This design comes from an exercise in tuning for small area, a short achievable clock period and few clock cycles on the open sky130 flow, not from production work.
In this exercise RTL edits were held to simulation tests only and were not proved equivalent to the original.
Power figures rest on the tool's default switching activity, not on a simulated workload.

==> flow/design.v <==
package pcfs_pkg;
    localparam int TIME_W = 32;
    localparam int PER_W  = 14;
    localparam int ID_W   = 29;
    localparam int DATA_W = 64;
    localparam int KIND_W = 2;
    localparam int FRAME_W = 1 + ID_W + DATA_W;
    localparam int RAW_W   = 32;
    localparam int BUS_BIT = 29;
    localparam logic [PER_W-1:0] MIN_PERIOD = PER_W'(10);
    localparam int DEF_MAX_MSGS = 16;
    localparam logic [KIND_W-1:0] KIND_TICK  = 2'd0;
    localparam logic [KIND_W-1:0] KIND_ADD   = 2'd1;
    localparam logic [KIND_W-1:0] KIND_CLEAR = 2'd2;
endpackage
module pcfs_cell (
    input  logic                          i_clk,
    input  logic                          i_rst_n,
    input  logic                          i_wr,
    input  logic [pcfs_pkg::PER_W-1:0]    i_wr_period,
    input  logic [pcfs_pkg::FRAME_W-1:0]  i_wr_frame,
    input  logic                          i_send,
    input  logic [pcfs_pkg::TIME_W-1:0]   i_now,
    output logic                          o_due,
    output logic [pcfs_pkg::FRAME_W-1:0]  o_frame
);
    logic [pcfs_pkg::TIME_W-1:0] r_last_sent;
    logic [pcfs_pkg::PER_W-1:0]  r_period;
    logic [pcfs_pkg::FRAME_W-1:0] r_frame;
    logic [pcfs_pkg::TIME_W-1:0] elapsed;
    always_ff @(posedge i_clk) begin
        if (!i_rst_n) begin
            r_last_sent <= '0;
        end else if (i_send) begin
            r_last_sent <= i_now;
        end
    end
    always_ff @(posedge i_clk) begin
        if (i_wr) begin
            r_period <= i_wr_period;
            r_frame  <= i_wr_frame;
        end
    end
    assign elapsed = i_now - r_last_sent;
    assign o_due   = (elapsed > {{(pcfs_pkg::TIME_W - pcfs_pkg::PER_W){1'b0}}, r_period});
    assign o_frame = r_frame;
endmodule
module periodic_can_frame_scheduler_core #(
    parameter int MAX_MSGS = pcfs_pkg::DEF_MAX_MSGS
) (
    input  logic                          i_clk,
    input  logic                          i_rst_n,
    input  logic                          start,
    output logic                          busy,
    input  logic [pcfs_pkg::KIND_W-1:0]   i_kind,
    input  logic [pcfs_pkg::TIME_W-1:0]   i_now_ms,
    input  logic                          i_ignition_on,
    input  logic [pcfs_pkg::RAW_W-1:0]    i_raw_id,
    input  logic [pcfs_pkg::PER_W-1:0]    i_period_ms,
    input  logic [pcfs_pkg::DATA_W-1:0]   i_payload,
    output logic                          o_strobe,
    output logic                          o_bus_select,
    output logic [pcfs_pkg::ID_W-1:0]     o_frame_id,
    output logic [pcfs_pkg::DATA_W-1:0]   o_frame_data,
    output logic                          o_last
);
    localparam int CNT_W = $clog2(MAX_MSGS + 1);
    logic [CNT_W-1:0]             r_count;
    logic [pcfs_pkg::TIME_W-1:0]  r_cmp;
    logic                         r_eval;
    logic                         r_busy;
    logic                         r_strobe;
    logic [MAX_MSGS-1:0]          r_sel;
    logic [MAX_MSGS-1:0]          r_rem;
    logic [MAX_MSGS-1:0]          due;
    logic [MAX_MSGS-1:0]          dmask;
    logic [MAX_MSGS-1:0]          dfirst;
    logic [MAX_MSGS-1:0]          rfirst;
    logic [MAX_MSGS-1:0]          send;
    logic [pcfs_pkg::FRAME_W-1:0] frame_q [MAX_MSGS];
    logic [pcfs_pkg::FRAME_W-1:0] frame_out;
    logic [pcfs_pkg::PER_W-1:0]   wr_period;
    logic                         acc;
    logic                         tick_acc;
    logic                         add_acc;
    logic                         hit;
    logic                         live;
    logic                         resolve;
    assign acc       = start && !r_busy;
    assign tick_acc  = acc && (i_kind == pcfs_pkg::KIND_TICK);
    assign add_acc   = acc && (i_kind == pcfs_pkg::KIND_ADD) &&
                       (r_count < CNT_W'(MAX_MSGS));
    assign hit       = (i_now_ms == r_cmp);
    assign live      = i_ignition_on && (r_count != '0);
    assign resolve   = r_eval || (tick_acc && live && hit);
    assign wr_period = (i_period_ms < pcfs_pkg::MIN_PERIOD) ? pcfs_pkg::MIN_PERIOD
                                                            : i_period_ms;
    always_comb begin
        for (int k = 0; k < MAX_MSGS; k++) begin
            dmask[k] = due[k] && (k < int'(r_count));
        end
    end
    assign dfirst = dmask & (~dmask + MAX_MSGS'(1));
    assign rfirst = r_rem & (~r_rem + MAX_MSGS'(1));
    assign send   = resolve ? dmask : '0;
    for (genvar k = 0; k < MAX_MSGS; k++) begin : g_cell
        pcfs_cell u_cell (
            .i_clk       (i_clk),
            .i_rst_n     (i_rst_n),
            .i_wr        (add_acc && (r_count == CNT_W'(k))),
            .i_wr_period (wr_period),
            .i_wr_frame  ({i_raw_id[pcfs_pkg::BUS_BIT], i_raw_id[pcfs_pkg::ID_W-1:0],
                           i_payload}),
            .i_send      (send[k]),
            .i_now       (r_cmp),
            .o_due       (due[k]),
            .o_frame     (frame_q[k])
        );
    end
    always_ff @(posedge i_clk) begin
        if (!i_rst_n) begin
            r_count  <= '0;
            r_cmp    <= '0;
            r_eval   <= 1'b0;
            r_busy   <= 1'b0;
            r_strobe <= 1'b0;
            r_sel    <= '0;
            r_rem    <= '0;
        end else begin
            r_eval <= 1'b0;
            if (add_acc) begin
                r_count <= r_count + CNT_W'(1);
            end
            if (acc && (i_kind == pcfs_pkg::KIND_CLEAR)) begin
                r_count <= '0;
            end
            if (tick_acc) begin
                r_cmp <= hit ? (r_cmp + pcfs_pkg::TIME_W'(1)) : i_now_ms;
            end else if (r_eval) begin
                r_cmp <= r_cmp + pcfs_pkg::TIME_W'(1);
            end
            if (resolve) begin
                r_sel    <= dfirst;
                r_rem    <= dmask & ~dfirst;
                r_strobe <= (dmask != '0);
                r_busy   <= ((dmask & ~dfirst) != '0);
            end else if (tick_acc && live) begin
                r_eval   <= 1'b1;
                r_sel    <= '0;
                r_rem    <= '0;
                r_strobe <= 1'b0;
                r_busy   <= 1'b1;
            end else begin
                r_sel    <= rfirst;
                r_rem    <= r_rem & ~rfirst;
                r_strobe <= (r_rem != '0);
                r_busy   <= ((r_rem & ~rfirst) != '0);
            end
        end
    end
    always_comb begin
        frame_out = '0;
        for (int k = 0; k < MAX_MSGS; k++) begin
            frame_out = frame_out | (r_sel[k] ? frame_q[k] : '0);
        end
    end
    assign busy         = r_busy;
    assign o_strobe     = r_strobe;
    assign o_last       = !r_busy;
    assign o_bus_select = frame_out[pcfs_pkg::FRAME_W-1];
    assign o_frame_id   = frame_out[pcfs_pkg::DATA_W +: pcfs_pkg::ID_W];
    assign o_frame_data = frame_out[pcfs_pkg::DATA_W-1:0];
endmodule
==> flow/run.sh <==
#!/bin/bash
# synth_recipe.tcl (not shown) runs the flow's synth.tcl, then flattens the netlist and writes it again
# the make line also repeats each setting of config.mk as NAME=value (left out here)
make -C /OpenROAD-flow-scripts/flow DESIGN_CONFIG=/design/flow/config.mk WORK_HOME=/design/flow/orfs CLKGATE_MAP_FILE= SYNTH_SCRIPT=/design/flow/synth_recipe.tcl finish
==> flow/config.mk <==
export PLATFORM = sky130hd
export DESIGN_NAME = periodic_can_frame_scheduler_core
export DESIGN_NICKNAME = periodic_can_frame_scheduler_core
export VERILOG_FILES = /design/flow/design.v
export SDC_FILE = /design/flow/constraint.sdc
export NUM_CORES = 4
export LEC_CHECK = 0
export CAP_MARGIN = 20
export CORE_MARGIN = 2
export CORE_UTILIZATION = 45
export SLEW_MARGIN = 20
==> flow/constraint.sdc <==
create_clock -name core_clock -period 6.0 [get_ports {i_clk}]
set_input_delay 1.2000 -clock core_clock [delete_from_list [all_inputs] [get_ports {i_clk}]]
set_output_delay 1.2000 -clock core_clock [all_outputs]
set_load 0.01 [all_outputs]
==> summary.md <==
| Metric | Value |
|---|---|
| Clock root cell | `clkbuf_16` |
| Post-CTS Hold Buffers | `0` |
| Placed cell area | `129000 um2` |
| Slew Viols, Final | `0` |
| RSZ-0062 raised after global routing | `true` |
| Syn Inst Count | `10700` |
| Remaining Overflow, GRT | `0` |
| RD Place Congestion | `0.912` |
| Non-Filler Instances | `roughly 15000` |
| Post-synth EDFFs | `between 1500 and 2000` |
| Static Leak | `between 50 and 60 nW` |
| Chip width | `517 um` |
| Max IR drop VDD | `just over 0.3 mV` |
| Critical Path Start | `r_cmp[6]` |
| Worst Path Required | `6.68 ns` |
| ANT nets after route | `0` |
| I/O pins | `roughly 250` |
| Pin count of the biggest net entering global routing | `140` |
| Worst EP arrival | `6.49 ns` |
| Worst slack, placed | `-0.312 ns` |
| Routed WL | `395000 um` |
| Hold WC Path Type | `flop to flop` |
| Crit path time final | `5.81 ns` |
| Initial DRC Count | `8466` |
| PD cells | `263 nW/um2` |
| Core area | `262000 um2` |
| Multi-input combinational cell area | `50700 um2` |
| Drt first pass iters | `6` |
| Final Setup Violations | `0` |
| Post-synth ARST share | `0%` |
| Synthesized cell area | `119000 um2` |
| Core Rows | `188` |
| Type of the worst setup path | `flop to flop` |
| Avg Cell Area, Syn | `roughly 11 um2` |
| CTS tree | `yes` |
| Peak fanout along the critical path | `6` |
| Delay of the slowest critical-path stage | `around 0.42 ns` |
| Vias in the first global route | `87100` |
| Starting density of the core | `45.2%` |
| Wire length per cell | `around 26 um` |
| All-Layer GR Usage | `28.8%` |
| DR DRC count | `0` |
| Syn Nets | `around 12000` |
| Fin area | `138000 um2` |
| Synth warn | `3` |
| Hold_sp | `g_cell[3].u_cell.r_last_sent[13]` |
| Share of layout cells above drive strength 1 | `10.4%` |
| Fillcell total | `22800` |
| Final worst path period share | `96.8%` |
| Area delta synth->final | `16.8%` |
| Run status | `timing/DRC/antenna clean` |
| Final net count | `12100` |
| Final hold vios | `0` |
| Die H | `roughly 520 um` |
| Die ar. | `267000 um2` |
| Worst R2R Start | `r_cmp[6]` |
| CTS clk-pin slew, worst paths | `0.06 ns` |
| CTS Sinks | `2311` |
| Port Buf Inserts | `242` |
| Largest delay share family, worst path | `simple AND/OR/NAND/NOR gates` |
| Worst slew margin | `a little over a fifth` |
| Final worst slack | `approximately 0.19 ns` |
| Synth cell types | `99` |
| # placed instances | `14400` |
| Crit end category | `flop` |
| Max-cap viol count | `0` |
| TritonCTS buffer count | `266` |
| Max clock buf depth | `4` |
| Detail Placement HPWL | `252000 um` |
| Yosys reg bits | `between 2000 and 2500` |
| Seq. cell area | `63700 um2` |
| Worst skew pair latency | `between 0.8 and 0.9 ns` |
| Setup crit start kind | `flop` |
| H-Tree Depth | `5` |
| Achievable Freq | `172 MHz` |
| Bufs and invs on worst path | `4` |
| Worst-Margin Slew | `1.19 ns` |
| Worst path slowest cell | `nor4_4` |
| First-pass GRT wire length | `576000 um` |
| Sequential area share after synthesis | `53.6%` |
| Setup Skew | `0.0719 ns` |
| Antenna violations before repair | `46` |
| Total number of vias | `~91000` |
| Synth Flop Type | `edfxtp_1` |
| Drt via density | `6.08` |
## where the power goes
part           switching [W]  total (W)  internal, W
combinational        0.00191    0.00327      0.00136
clock                0.00672     0.0160      0.00928
sequential         0.0000268     0.0172       0.0172
## kinds of logic after synthesis
| group | after synthesis | synth area share (%) |
|---|---|---|
| simple gates | 2597 | 10.4 |
| xor+xnor | 337 | 2.49 |
| flops | 2311 | 53.6 |
| fa+ha+maj | 743 | 7.94 |
| mux | 485 | 4.11 |
| buf+inv | 1383 | 4.44 |
| compound gates | 2848 | 17.0 |
## worst min-delay path: stages, from the launching register on
cell,delay (ns)
dfxtp_1,0.31
nand2_1,0.05
a21oi_1,0.05
## timing repair
item / 4_1_cts / 5_1_grt
endpoints found under the setup margin: 48 / 221
pin swaps: 29 / 96
setup buffers: 17 / 13
gates resized for setup: 61 / 132
gates cloned: 2 / 1
## Yosys cell counts (93+ instances only)
cell type,instances,area [um2]
a21o_1,179,1340
ha_1,724,9060
a221oi_1,396,3470
nand2_1,612,2300
inv_1,858,3220
nand3_1,137,686
nor3_1,123,616
a22o_1,382,3350
o21ai_0,354,1770
a21oi_1,673,3370
xor2_1,148,1300
o21a_1,107,803
nand2b_1,93,582
dfxtp_1,583,11700
nand4_1,234,1460
clkbuf_1,420,1580
edfxtp_1,1728,51900
nor2_1,959,3600
mux2i_1,473,4730
xnor2_1,189,1660
## layout by cell type (no fill, tap or decap), types with 85 or more instances in the layout
cell type        netlist  final
edfxtp_1            1728   1728
nor2_1               959    928
inv_1                858    855
ha_1                 724    715
a21oi_1              673    644
nand2_1              612    609
dfxtp_1              583    534
mux2i_1              473    472
a221oi_1             396    394
buf_4                  1    388
a22o_1               382    382
o21ai_0              354    340
clkbuf_16              0    274
clkdlybuf4s50_1        0    242
nand4_1              234    234
xnor2_1              189    187
a21o_1               179    179
xor2_1               148    148
nand3_1              137    137
buf_12                 0    122
nor3_1               123    116
o21a_1               107    107
nand2b_1              93     85
## layout make-up
cell class	instances	share of cell area [%]
clock buffer	339	5.19
antenna	12	0.0217
tap	3515	3.18
inverter	859	2.33
timing repair buffer	765	5.75
sequential	2311	46.0
multi-input combinational	7010	36.6
clock inverter	128	0.927
## per-layer routing
metal	wire, um	vias up	global-route usage, %
li1	-	41400	-
met1	173000	45300	40.2
met2	182000	3434	46.8
met3	28400	617	4.09
met4	11000	44	7.44
met5	281	-	0
## final timing paths
kind	endpoint	slack [ns]	depth (start not counted)
hold reg to reg	g_cell[3].u_cell.r_last_sent[13]	0.45	2
setup reg to reg	r_busy	0.19	25
hold / removal	g_cell[3].u_cell.r_last_sent[13]	0.45	2
setup / recovery	r_busy	0.19	25
## sequential cells by signal (all words and copies together) (netlist names)
signal / flops
g_cell.u_cell.r_frame: 1504
g_cell.u_cell.r_last_sent: 512
g_cell.u_cell.r_period: 224
r_busy: 1
r_cmp: 32
r_count: 5
r_eval: 1
r_rem: 15
r_sel: 16
r_strobe: 1
## metrics by stage
step                power (W)  util (%)  TNS (ns)  hold WS, ns
finish                 0.0365      52.8         0        0.453
global placement       0.0206      49.1     -5.74        0.442
floorplan              0.0195         -  -2682.34        0.436
global route           0.0376      52.8    -0.115        0.471
CTS                    0.0366      52.6         0        0.454
detailed placement     0.0206      49.1     -3.66        0.447
Testbench counts, summed over its fixed seeds: cycles 5,964.

[separate check: timing with driven ports]
The results above use ideal ports. As a check the final layout listed here was re-extracted and re-timed, cells and wires unchanged.
Step 1, drivers: a clkbuf_16 drives i_clk and a buf_2 each remaining input, both assumed.
Step 2 times the ports against the registers' clock, not the clock port: input delays grow and output delays shrink by t, the midpoint of the rising clock arrivals with the driver on.
a / b / c = ideal / step 1 / step 2; a / b = the first two.
shift t [ns]: 0.950
setup slack, ns: 0.189 / 0.189 / 0.189
latest minus earliest clock arrival (ns): 0.074 / 0.073
worst data-port slew with drivers (ns): 0.20
After both steps this run still meets setup and hold. The setup slack of this run moves by 0.000 ns with the drivers and by 0.000 ns with both steps.
